Source: an optimization exercise on an open RTL-to-GDS flow (aim: small area, a short achievable clock period and few clock cycles per item). Production flows keep margins and buffers that such runs may drop. The RTL was checked by simulation tests, not by an equivalence proof against the original design.

==> job 5407: inputs <==
// rotation_matrix_to_quaternion_unit
module rotation_matrix_to_quaternion_unit (
  input  logic               clk,
  input  logic               rst,
  input  logic               in_valid,
  output logic               in_ready,
  input  logic signed [15:0] m00, m01, m02,
  input  logic signed [15:0] m10, m11, m12,
  input  logic signed [15:0] m20, m21, m22,
  output logic               out_valid,
  input  logic               out_ready,
  output logic [14:0]        qw,
  output logic signed [15:0] qx, qy, qz
);
  logic               v_m, in_rdy, adv;
  logic signed [15:0] r00, r01, r02, r10, r11, r12, r20, r21, r22;
  logic        vF;
  logic [16:0] f_rad;
  logic [15:0] f_D0, f_D1, f_D2;
  logic        f_dn0, f_dn1, f_dn2, f_diag, f_neg;
  logic [1:0]  f_k;
  logic        f_hold;
  logic [3:0] sqd1_1;
  logic [0:0] sqq1_2;
  logic [1:0] sqr1_3;
  logic [2:0] X_1;
  logic [15:0] rad1_4;
  logic [4:0] sqd2_5;
  logic [1:0] sqq2_6;
  logic [2:0] sqr2_7;
  logic [3:0] X_2;
  logic [13:0] rad2_8;
  logic [5:0] sqd3_9;
  logic [2:0] sqq3_10;
  logic [3:0] sqr3_11;
  logic [4:0] X_3;
  logic [11:0] rad3_12;
  logic [6:0] sqd4_13;
  logic [3:0] sqq4_14;
  logic [4:0] sqr4_15;
  logic [5:0] X_4;
  logic [9:0] rad4_16;
  logic [7:0] sqd5_17;
  logic [4:0] sqq5_18;
  logic [5:0] sqr5_19;
  logic [6:0] X_5;
  logic [7:0] rad5_20;
  logic [8:0] sqd6_21;
  logic [5:0] sqq6_22;
  logic [6:0] sqr6_23;
  logic [7:0] X_6;
  logic [5:0] rad6_24;
  logic [9:0] sqd7_25;
  logic [6:0] sqq7_26;
  logic [7:0] sqr7_27;
  logic [8:0] X_7;
  logic [3:0] rad7_28;
  logic [15:0] s1_D0;
  logic [15:0] s1_D1;
  logic [15:0] s1_D2;
  logic [6:0] s1_Q;
  logic [7:0] s1_R;
  logic [0:0] s1_diag;
  logic [0:0] s1_dn0;
  logic [0:0] s1_dn1;
  logic [0:0] s1_dn2;
  logic [1:0] s1_k;
  logic [0:0] s1_neg;
  logic [3:0] s1_rad;
  logic [10:0] sqd8_29;
  logic [7:0] sqq8_30;
  logic [8:0] sqr8_31;
  logic [9:0] X_8;
  logic [1:0] rad8_32;
  ...
clock: 19.0 ns
lec_check: 0
cap_margin: 20
core_margin: 2
core_utilization: 40
slew_margin: 20
standard.sh (not shown) runs the stock make flow with config.mk's settings and CLKGATE_MAP_FILE= SYNTH_SCRIPT=/design/flow/synth_recipe.tcl, a recipe that flattens the netlist after the stock synthesis.
==> flow/flow/run.sh <==
#!/bin/bash
# The standard layout (standard.sh), with these changes to how it is made:
#  - ADDER_MAP_FILE empty: Yosys does not map adders onto the library's
#    full/half adder cells; ABC maps all of the logic, with its area script
#    (ABC_AREA=1);
#  - SETUP_SLACK_MARGIN=13.9: repair_timing keeps working until every path
#    is about 5.1 ns (the clock stays at the design's period);
#  - clock sinks clustered in groups of up to 25 within 80 um.
# Everything else (synthesis script, floorplan, power grid, placement, CTS,
# routing) is the standard flow. Its output goes to standard.log.
set -euo pipefail
bash standard.sh ABC_AREA=1 ADDER_MAP_FILE= SETUP_SLACK_MARGIN=13.9 \
  CTS_CLUSTER_SIZE=25 CTS_CLUSTER_DIAMETER=80 > standard.log 2>&1
==> inputs of job 309, as changes to job 5407 <==
--- a/flow/design.v
+++ b/flow/design.v
@@ -952,31 +952,31 @@
         v9 <= v8;
         v10 <= v9;
       end
     end
   end
   logic        ov, ovp, sv, arr, take;
   logic [14:0] o_w, k_w;
-  logic [15:0] o_x, o_y, o_z, k_x, k_y, k_z, hx, hy;
+  logic [15:0] o_x, o_y, o_z, k_x, k_y, k_z;
   logic [14:0] a_w;
   logic [15:0] a_x, a_y, a_z;
   logic        ov_n, sv_n, last_diag;
   logic [1:0]  last_k;
   assign last_diag = s10_diag;
   assign last_k    = s10_k;
   assign arr  = adv & v10 & (~last_diag | (last_k == 2'd2));
   assign take = ov & out_ready;
   assign a_w  = last_diag ? 15'd0 : s10_w;
-  assign a_x  = last_diag ? hx : fs0_248;
-  assign a_y  = last_diag ? hy : fs1_252;
+  assign a_x  = last_diag ? k_x : fs0_248;
+  assign a_y  = last_diag ? k_y : fs1_252;
   assign a_z  = fs2_256;
-  always_ff @(posedge clk) begin
-    if (adv & v10 & last_diag & (last_k == 2'd0)) hx <= fs0_248;
-    if (adv & v10 & last_diag & (last_k == 2'd1)) hy <= fs1_252;
-  end
+  logic xslot, yslot, kload;
+  assign xslot = adv & v10 & last_diag & (last_k == 2'd0);
+  assign yslot = adv & v10 & last_diag & (last_k == 2'd1);
+  assign kload = arr & ~(~ov | take) | arr & sv;
   always_comb begin
     if (~ov | take) begin
       ov_n = sv | arr;
       sv_n = sv & arr;
     end else begin
       ov_n = 1'b1;
       sv_n = sv | arr;
@@ -986,17 +986,19 @@
     if (~ov | take) begin
       if (sv) begin
         o_w <= k_w; o_x <= k_x; o_y <= k_y; o_z <= k_z;
       end else begin
         o_w <= a_w; o_x <= a_x; o_y <= a_y; o_z <= a_z;
       end
     end
-    if (arr & ~(~ov | take) | arr & sv) begin
-      k_w <= a_w; k_x <= a_x; k_y <= a_y; k_z <= a_z;
+    if (kload) begin
+      k_w <= a_w; k_z <= a_z;
     end
+    if (kload | xslot) k_x <= xslot ? fs0_248 : a_x;
+    if (kload | yslot) k_y <= yslot ? fs1_252 : a_y;
   end
   logic v_m_n, vF_n, fh_n;
   always_comb begin
     v_m_n = ld ? in_valid : v_m;
     if (adv) begin
       vF_n = f_hold | v_m;
       fh_n = f_hold ? (f_k != 2'd1) : (v_m & dg);
==> flow/flow/run.sh (replaced) <==
#!/bin/bash
# The standard layout (standard.sh), with these changes to how it is made:
#  - ADDER_MAP_FILE empty: Yosys does not map adders onto the library's
#    full/half adder cells; ABC maps all of the logic, with its area script
#    (ABC_AREA=1);
#  - SETUP_SLACK_MARGIN=13.9: repair_timing keeps working until every path
#    is about 5.1 ns (the clock stays at the design's period);
#  - clock sinks clustered in groups of up to 25 within 80 um;
#  - core utilization 55% (a smaller die, shorter wires);
#  - every port still gets its own buffer, but buffer_ports starts from
#    buf_1 (the resizer upsizes the ones that need it).
# Everything else (synthesis script, floorplan, power grid, placement, CTS,
# routing) is the standard flow. Its output goes to standard.log.
set -euo pipefail
bash standard.sh ABC_AREA=1 ADDER_MAP_FILE= SETUP_SLACK_MARGIN=13.9 \
  CTS_CLUSTER_SIZE=25 CTS_CLUSTER_DIAMETER=80 CORE_UTILIZATION=55 \
  "BUFFER_PORTS_ARGS=-buffer_cell sky130_fd_sc_hd__buf_1" > standard.log 2>&1
==> comparison table <==
Count of flip-flops with a built-in enable after synthesis: job 5407 1256; job 309 1224
DR vias: job 5407 84684; job 309 86533
Data arrival, critical path: job 5407 1.43 ns; job 309 1.32 ns
Measured slew at the worst slew-check pin: job 5407 1.03 ns; job 309 1.16 ns
Sequential area share after synthesis: job 5407 0.425; job 309 0.416
First-pass GRT wire length: job 5407 445 mm; job 309 443 mm
Result of the run: job 5407 finished clean; job 309 finished clean
Launching instance or port of the critical path: job 5407 o_z[5]; job 309 o_y[0]
Worst hold start: job 5407 s2_neg; job 309 f_D2[5]
Xor and xnor area share after synthesis: job 5407 0.0482; job 309 0.0474
Global Route met1 Usage: job 5407 0.323; job 309 0.405
Flip-flop and latch count after synthesis: job 5407 1272; job 309 1240
Testbench counts of job 5407, summed over its fixed seeds: cycles 9,988, items 9,600.
Testbench counts of job 309, summed over its fixed seeds: cycles 9,988, items 9,600.


==> run E <==
rotation_matrix_to_quaternion_unit again, from the RTL that the note above started with.
clock: 19.0 ns
lec_check: 0
cap_margin: 20
core_margin: 2
core_utilization: 40
slew_margin: 20
==> flow/flow/run.sh <==
#!/bin/bash
# The standard layout (standard.sh), with these changes to how it is made:
#  - ADDER_MAP_FILE empty: Yosys does not map adders onto the library's
#    full/half adder cells; ABC maps all of the logic, with its area script
#    (ABC_AREA=1);
#  - SETUP_SLACK_MARGIN=13.9: repair_timing keeps working until every path
#    is about 5.1 ns (the clock stays at the design's period);
#  - clock sinks clustered in groups of up to 25 within 80 um;
#  - core utilization 55% (a smaller die, shorter wires).
# Everything else (synthesis script, floorplan, power grid, placement, CTS,
# routing) is the standard flow. Its output goes to standard.log.
set -euo pipefail
bash standard.sh ABC_AREA=1 ADDER_MAP_FILE= SETUP_SLACK_MARGIN=13.9 \
  CTS_CLUSTER_SIZE=25 CTS_CLUSTER_DIAMETER=80 CORE_UTILIZATION=55 > standard.log 2>&1
==> inputs of run F, as changes to run E <==
--- a/flow/design.v
+++ b/flow/design.v
@@ -951,33 +951,33 @@
         v8 <= v7;
         v9 <= v8;
         v10 <= v9;
       end
     end
   end
   logic        ov, ovp, sv, arr, take;
   logic [14:0] o_w, k_w;
-  logic [15:0] o_x, o_y, o_z, k_x, k_y, k_z, hx, hy;
+  logic [15:0] o_x, o_y, o_z, k_x, k_y, k_z;
   logic [14:0] a_w;
   logic [15:0] a_x, a_y, a_z;
   logic        ov_n, sv_n, last_diag;
   logic [1:0]  last_k;
   assign last_diag = s10_diag;
   assign last_k    = s10_k;
   assign arr  = adv & v10 & (~last_diag | (last_k == 2'd2));
   assign take = ov & out_ready;
   assign a_w  = last_diag ? 15'd0 : s10_w;
-  assign a_x  = last_diag ? hx : fs0_248;
-  assign a_y  = last_diag ? hy : fs1_252;
+  assign a_x  = last_diag ? k_x : fs0_248;
+  assign a_y  = last_diag ? k_y : fs1_252;
   assign a_z  = fs2_256;
-  always_ff @(posedge clk) begin
-    if (adv & v10 & last_diag & (last_k == 2'd0)) hx <= fs0_248;
-    if (adv & v10 & last_diag & (last_k == 2'd1)) hy <= fs1_252;
-  end
+  logic xslot, yslot, kload;
+  assign xslot = adv & v10 & last_diag & (last_k == 2'd0);
+  assign yslot = adv & v10 & last_diag & (last_k == 2'd1);
+  assign kload = arr & ~(~ov | take) | arr & sv;
   always_comb begin
     if (~ov | take) begin
       ov_n = sv | arr;
       sv_n = sv & arr;
     end else begin
       ov_n = 1'b1;
       sv_n = sv | arr;
     end
@@ -985,19 +985,21 @@
   always_ff @(posedge clk) begin
     if (~ov | take) begin
       if (sv) begin
         o_w <= k_w; o_x <= k_x; o_y <= k_y; o_z <= k_z;
       end else begin
         o_w <= a_w; o_x <= a_x; o_y <= a_y; o_z <= a_z;
       end
     end
-    if (arr & ~(~ov | take) | arr & sv) begin
-      k_w <= a_w; k_x <= a_x; k_y <= a_y; k_z <= a_z;
+    if (kload) begin
+      k_w <= a_w; k_z <= a_z;
     end
+    if (kload | xslot) k_x <= xslot ? fs0_248 : a_x;
+    if (kload | yslot) k_y <= yslot ? fs1_252 : a_y;
   end
   logic v_m_n, vF_n, fh_n;
   always_comb begin
     v_m_n = ld ? in_valid : v_m;
     if (adv) begin
       vF_n = f_hold | v_m;
       fh_n = f_hold ? (f_k != 2'd1) : (v_m & dg);
     end else begin
==> flow/flow/run.sh (replaced) <==
#!/bin/bash
# The standard layout (standard.sh), with these changes to how it is made:
#  - ADDER_MAP_FILE empty: Yosys does not map adders onto the library's
#    full/half adder cells; ABC maps all of the logic, with its area script
#    (ABC_AREA=1);
#  - SETUP_SLACK_MARGIN=13.9: repair_timing keeps working until every path
#    is about 5.1 ns (the clock stays at the design's period);
#  - clock sinks clustered in groups of up to 25 within 80 um;
#  - core utilization 65% (a smaller die, shorter wires);
#  - every port still gets its own buffer, but buffer_ports starts from
#    buf_1 (the resizer upsizes the ones that need it).
# Everything else (synthesis script, floorplan, power grid, placement, CTS,
# routing) is the standard flow. Its output goes to standard.log.
set -euo pipefail
bash standard.sh ABC_AREA=1 ADDER_MAP_FILE= SETUP_SLACK_MARGIN=13.9 \
  CTS_CLUSTER_SIZE=25 CTS_CLUSTER_DIAMETER=80 CORE_UTILIZATION=65 \
  "BUFFER_PORTS_ARGS=-buffer_cell sky130_fd_sc_hd__buf_1" > standard.log 2>&1
==> comparison <==
- Run E produced a clean layout. Run F ran to the end with no violations.
- Die area: run F is smaller than run E (about 16%).
- Of run F and run E, run F has the higher core utilization (gap 10 points).
- Against run E, the clock skew of run F is higher by 0.024 ns.
- Register-to-register slack: run E is better than run F (0.09 ns).
- Cell count: run E is larger than run F (2.7%).
- In run E the synthesized cell count is smaller than in run F, by 0.60%.
- Non-clock buffer count: run E is higher than run F (50).
- Worst hold slack: run F is worse than run E (0.031 ns).
Testbench counts of run E, summed over its fixed seeds: cycles 9,988, items 9,600.
Testbench counts of run F, summed over its fixed seeds: cycles 9,988, items 9,600.

==> separate check: timing with driven ports <==
In the flow no input, the clock included, has a driving cell. The finished layouts below were timed again as built, in two steps.
Step 1, drivers: a clkbuf_16 drives clk and a buf_2 each remaining input, both assumed.
Step 2 times the ports against the registers' clock, not the clock port: input delays grow and output delays shrink by t, the midpoint of the rising clock arrivals with the driver on.
Slacks: ideal ports / drivers / drivers and shift; pairs: ideal ports / drivers.
run | t (ns) | setup WS [ns] | worst hold slack (ns) | pins driven straight from the clock port
job 5407 | 0.838 | 13.769 / 13.683 / 13.280 | 0.411 / 0.411 / 0.411 | 1
job 309 | 0.824 | 13.882 / 13.790 / 13.325 | 0.410 / 0.410 / 0.410 | 1
run E | 0.823 | 13.863 / 13.777 / 13.331 | 0.415 / 0.415 / 0.415 | 1
run F | 0.815 | 13.776 / 13.776 / 13.257 | 0.384 / 0.384 / 0.384 | 1
After both steps setup and hold are still met in every run listed. The setup slack of job 309, which loses most, moves by -0.092 ns with the drivers and by -0.557 ns with both steps.
